Context: an optimization exercise on an open-source flow, tuned for small area, a short achievable clock period and few clock cycles. The choices shown serve that exercise and are no tape-out recipe. Where RTL was checked, it was by simulation tests only, not by an equivalence proof against the original. Power figures rest on the tool's default switching activity, not on a simulated workload.

== v54 ==
==> flow/design.v (excerpt) <==
module data_feeder_top (
    input  logic                    clk_i,
    input  logic                    rst_i,
    input  logic                    dev_strobe_i,
    input  mmio_map_pkg::bus_addr_t dev_addr_i,
    input  mmio_map_pkg::bus_data_t dev_wdata_i,
    output logic                    dev_ready_o,
    output mmio_map_pkg::bus_data_t dev_rdata_o,
    input  logic                    fifo_addr_full_i,
    output logic                    dram_addr_valid_o,
    output feeder_pkg::dram_addr_t  dram_addr_o,
    input  logic                    fifo_data_empty_i,
    input  feeder_pkg::half_line_t  dram_rdata_h_i,
    input  feeder_pkg::half_line_t  dram_rdata_l_i,
    output logic                    fifo_data_rd_en_o,
    output logic                    acc_cmd_valid_o,
    output feeder_pkg::cmd_t        acc_cmd_o,
    output feeder_pkg::word_t       acc_word_o,
    output feeder_pkg::len_t        acc_index_o
);
==> flow/config.mk <==
export PLATFORM = sky130hd
export DESIGN_NAME = data_feeder_top
export DESIGN_NICKNAME = data_feeder_top
export VERILOG_FILES = /design/flow/design.v
export SDC_FILE = /design/flow/constraint.sdc
export NUM_CORES = 4
export LEC_CHECK = 0
export CAP_MARGIN = 20
export CORE_AREA = 4 4 156 156
export DIE_AREA = 0 0 160 160
export SETUP_SLACK_MARGIN = 1.95
export SLEW_MARGIN = 20
==> flow/constraint.sdc <==
create_clock -name core_clock -period 4.0 [get_ports {clk_i}]
set_input_delay 0.8000 -clock core_clock [delete_from_list [all_inputs] [get_ports {clk_i}]]
set_output_delay 0.8000 -clock core_clock [all_outputs]
set_load 0.01 [all_outputs]
standard.sh (not shown) runs the stock make flow with config.mk's settings and CLKGATE_MAP_FILE= SYNTH_SCRIPT=/design/flow/synth_recipe.tcl, a recipe that flattens the netlist after the stock synthesis.
==> flow/flow/run.sh <==
#!/bin/bash
# The standard ORFS layout, with two changes to how it is made:
#  - the port buffers are the smallest buffer cell instead of the one
#    buffer_ports picks on its own;
#  - pins may sit one routing track apart, so that the die can be small.
set -uo pipefail
bash standard.sh \
  "BUFFER_PORTS_ARGS=-buffer_cell sky130_fd_sc_hd__buf_1" \
  "PLACE_PINS_ARGS=-min_distance 1 -min_distance_in_tracks" \
  finish > standard.log 2>&1
Testbench counts of v54, summed over its fixed seeds: cycles 132,330.
Input-level comparison between v15 and v54:
diff --git a/flow/config.mk b/flow/config.mk
--- a/flow/config.mk
+++ b/flow/config.mk
@@ -9,3 +9,4 @@
-export CORE_AREA = 4 4 156 156
-export DIE_AREA = 0 0 160 160
-export SETUP_SLACK_MARGIN = 1.95
+export CORE_AREA = 4 4 146 146
+export CTS_BUF_LIST = sky130_fd_sc_hd__clkbuf_8
+export DIE_AREA = 0 0 150 150
+export SETUP_SLACK_MARGIN = 2.0
### Flow results
Initial core utilization (higher): v15. | vertical extent of the die | v15 vs v54 | about 6% lower |. In the tables for v54 and v15, buffers inserted during post-CTS setup optimization reads lower with v15. v54 → v15: area share of xor/xnor cells in the synthesized design held; cell count after synthesis neither gained nor lost much. On estimated wirelength of the detail-placed design, v15 does worse than v54. Final weighted congestion in routability-driven placement in v15 is 0.83% higher than in v54. v15 is listed as incomplete: the tool reported an error in global routing and the run ended there.
Modified inputs, v59 compared to v15
diff --git a/flow/config.mk b/flow/config.mk
--- a/flow/config.mk
+++ b/flow/config.mk
@@ -9,4 +9,3 @@
-export CORE_AREA = 4 4 146 146
-export CTS_BUF_LIST = sky130_fd_sc_hd__clkbuf_8
-export DIE_AREA = 0 0 150 150
-export SETUP_SLACK_MARGIN = 2.0
+export CORE_AREA = 4 4 156 156
+export DIE_AREA = 0 0 160 160
+export SETUP_SLACK_MARGIN = 1.8
Results
- v59 finished end to end and its layout was clean on timing, DRC and antenna.
- v15 did not finish: a tool error stopped it during global routing.
- Per the comparison of v59 with v15, number of cell rows higher; area fraction in compound gates after synthesis roughly the same; floorplan die width higher.
- Global placement routability congestion came out higher on v59 than on v15.
- Relative to v15, number of resized instances in the post-cts repair step has gone down in v59.
The inputs of v40 differ from those of v59 as listed below.
diff --git a/flow/config.mk b/flow/config.mk
--- a/flow/config.mk
+++ b/flow/config.mk
@@ -9,0 +10 @@
+export CTS_BUF_LIST = sky130_fd_sc_hd__clkbuf_8
@@ -11 +12 @@
-export SETUP_SLACK_MARGIN = 1.8
+export SETUP_SLACK_MARGIN = 1.95
Notes after the runs:
[compare] base=v59 new=v40: cell count neither gained nor lost much, maximum operating frequency picked up an extra 28 MHz, worst setup slack picked up an extra 0.12 ns. For v40, the class of the tightest hold or removal check was input port to flop, unlike v59, where it was flop to flop. Placed cell count across v40 and v59: no real change. When v40 is measured against v59, its sequential share of layout area turns out 0.28 points higher. On post-route minimum period, v40 does better than v59.
Relative to v40, the following input files were edited for v2:
diff --git a/flow/config.mk b/flow/config.mk
--- a/flow/config.mk
+++ b/flow/config.mk
@@ -12 +12 @@
-export SETUP_SLACK_MARGIN = 1.95
+export SETUP_SLACK_MARGIN = 2.05
## What came out
- Clock distribution area overhead in the final layout essentially unchanged between v40 and v2.
- Count of filler cells inserted in the layout was higher in the run labelled v40.
- Diff v40 -> v2: minimum clock period after layout saw a decrease; first-pass GRT wire length grew by 2.9%.
- Number of global-route vias before repair: v2 > v40
- In the tables for v40 and v2, routed wire length reads higher with v2.
- The final reports for v2 and v40 show reported clock group power higher in the former.
- In v2 the final critical-path share of the clock period turned out 1.4 points lower than in v40.
- Worst clock skew was higher in the run labelled v2.


run 1:
Another version of the RTL of data_feeder_top (not shown whole).
Size: ~1100 cells after synthesis, roughly 150 flip-flops, ~10000 µm² of cells after synthesis.
clock: 4.0 ns
lec_check: 0
cap_margin: 20
core_area: 4 4 156 156
cts_buf_list: sky130_fd_sc_hd__clkbuf_8
cts_cluster_size: 30
die_area: 0 0 160 160
setup_slack_margin: 1.8
slew_margin: 20
Scripts as last shown in full above: flow/flow/run.sh
## Diff of input files: run 2 against run 1
# run 1
export LEC_CHECK = 0
export CAP_MARGIN = 20
export CORE_AREA = 4 4 156 156
export CTS_BUF_LIST = sky130_fd_sc_hd__clkbuf_8
export CTS_CLUSTER_SIZE = 30
export DIE_AREA = 0 0 160 160
export SETUP_SLACK_MARGIN = 1.8
export SLEW_MARGIN = 20
create_clock -name core_clock -period 4.0 [get_ports {clk_i}]
# run 2
export LEC_CHECK = 0
export CAP_MARGIN = 20
export CORE_AREA = 5 5 235 235
export DIE_AREA = 0 0 240 240
export SETUP_SLACK_MARGIN = 1.8
export SLEW_MARGIN = 20
create_clock -name core_clock -period 4.0 [get_ports {clk_i}]
==> flow/flow/run.sh <==
#!/bin/bash
# The standard ORFS layout, with the port buffers made of the smallest buffer
# cell instead of the one buffer_ports picks on its own.
set -uo pipefail
bash standard.sh "BUFFER_PORTS_ARGS=-buffer_cell sky130_fd_sc_hd__buf_1" finish > standard.log 2>&1
Run 2 went all the way through synthesis, placement and routing and the layout is clean on timing, DRC and antenna.
Delta (run 2 minus run 1): routed wire length moved up, detailed-route via count went down, first-pass GRT wire length rose about 23%.
Run 2 gives more final design instance area without fill than run 1 did.
Between run 2 and run 1, utilization after layout is lower for run 2, run 1 comes in above that.
Summary of the comparison: slew at the pin closest to its max-slew limit is lower in run 2, relative to run 1.
Diff run 1 -> run 2: power in the clock group saw an increase; clock share of power saw an increase.
Run 2 vs. run 1: width of the die went up by 80 µm.
Inputs modified between run 2 and run 3:
# run 2
export LEC_CHECK = 0
export CAP_MARGIN = 20
export CORE_AREA = 5 5 235 235
export DIE_AREA = 0 0 240 240
export SETUP_SLACK_MARGIN = 1.8
export SLEW_MARGIN = 20
create_clock -name core_clock -period 4.0 [get_ports {clk_i}]
# run 3
export LEC_CHECK = 0
export CAP_MARGIN = 20
export CORE_AREA = 5 5 235 235
export DIE_AREA = 0 0 240 240
export SETUP_SLACK_MARGIN = 2.1
export SLEW_MARGIN = 20
create_clock -name core_clock -period 4.0 [get_ports {clk_i}]
Findings:
Every run in the comparison, run 2 and run 3, completed the flow with a clean layout.
The shortest clock period the worst path allows after layout in run 3 sits 84 ps below the value recorded for run 2.
Relative to run 2, run 3 degrades total chip power.
Run 3 ended with more global-route wire length before repair than run 2.
For run 2, the cell with the largest stage delay on the worst path was a22oi_1, unlike run 3, where it was or4_4.
Post-cts gate resize count (higher): run 3
Edits applied to the flow inputs when going from run 3 to run 4:
# run 3
export LEC_CHECK = 0
export CAP_MARGIN = 20
export CORE_AREA = 5 5 235 235
export DIE_AREA = 0 0 240 240
export SETUP_SLACK_MARGIN = 2.1
export SLEW_MARGIN = 20
create_clock -name core_clock -period 4.0 [get_ports {clk_i}]
# run 4
export LEC_CHECK = 0
export CAP_MARGIN = 20
export CORE_AREA = 4 4 156 156
export DIE_AREA = 0 0 160 160
export SETUP_SLACK_MARGIN = 1.8
export SLEW_MARGIN = 20
create_clock -name core_clock -period 4.0 [get_ports {clk_i}]
==> flow/flow/run.sh <==
#!/bin/bash
# The standard ORFS layout, with two changes to how it is made:
#  - the port buffers are the smallest buffer cell instead of the one
#    buffer_ports picks on its own;
#  - pins may sit one routing track apart, so that the die can be small.
set -uo pipefail
bash standard.sh \
  "BUFFER_PORTS_ARGS=-buffer_cell sky130_fd_sc_hd__buf_1" \
  "PLACE_PINS_ARGS=-min_distance 1 -min_distance_in_tracks" \
  finish > standard.log 2>&1
### Flow results
Clock group share of total power: lower on run 3
Per the final summary, run 4 finished and its layout is clean on timing, DRC and antenna.
Compared with run 3, run 4 shows a number of gates resized after CTS that is 98 lower.
Compared with run 3, run 4 is the less power-hungry design.
Higher setup slack of the critical path after layout among run 3 and run 4: run 3
Global-route usage in run 4 is 14 points higher than in run 3
Run 4: wire length about 35% below run 3
Going from run 3 to run 4, multi-input combinational gate total level, number of fillers in the final layout moved down.
No run of this note included a check of the RTL's function; only the layout flow was run.

## static timing again, ports no longer ideal
The flow's constraints put no driver on any port. The routed layouts listed below were extracted and timed again, unchanged, in two steps.
Step 1 sets driving cells, clkbuf_16 on the clock port and buf_2 on the other inputs (assumed; they add their load-dependent delay and slew).
Step 2 adds t to the input delays and takes it off the output delays; t is the mean of the earliest and latest rising clock arrival at the registers after step 1. Input paths then give back, and output paths get back, about the clock's delay inside the block.
Three values: ideal ports, drivers, drivers and shift; two values: the first two.
run	shift t [ns]	slack for setup (ns)	worst hold slack (ns)	slew at the worst register clock pin (ns)	pins driven straight from the clock port
v54	0.474	1.974 / 1.974 / 1.567	0.457 / 0.457 / 0.457	0.07 / 0.07	1
v59	0.468	1.869 / 1.869 / 1.453	0.454 / 0.454 / 0.454	0.07 / 0.07	1
v40	0.494	1.989 / 1.970 / 1.546	0.453 / 0.443 / 0.462	0.10 / 0.10	1
v2	0.502	2.044 / 2.002 / 1.563	0.459 / 0.442 / 0.494	0.11 / 0.11	1
run 1	0.482	1.872 / 1.872 / 1.490	0.473 / 0.458 / 0.473	0.10 / 0.10	1
run 2	0.520	1.821 / 1.821 / 1.449	0.453 / 0.422 / 0.473	0.08 / 0.08	1
run 3	0.527	1.905 / 1.905 / 1.551	0.424 / 0.412 / 0.482	0.09 / 0.09	1
run 4	0.474	1.894 / 1.894 / 1.490	0.470 / 0.463 / 0.470	0.07 / 0.07	1
After both steps setup and hold are still met in every run listed. The setup slack of v2, which loses most, moves by -0.042 ns with the drivers and by -0.481 ns with both steps.
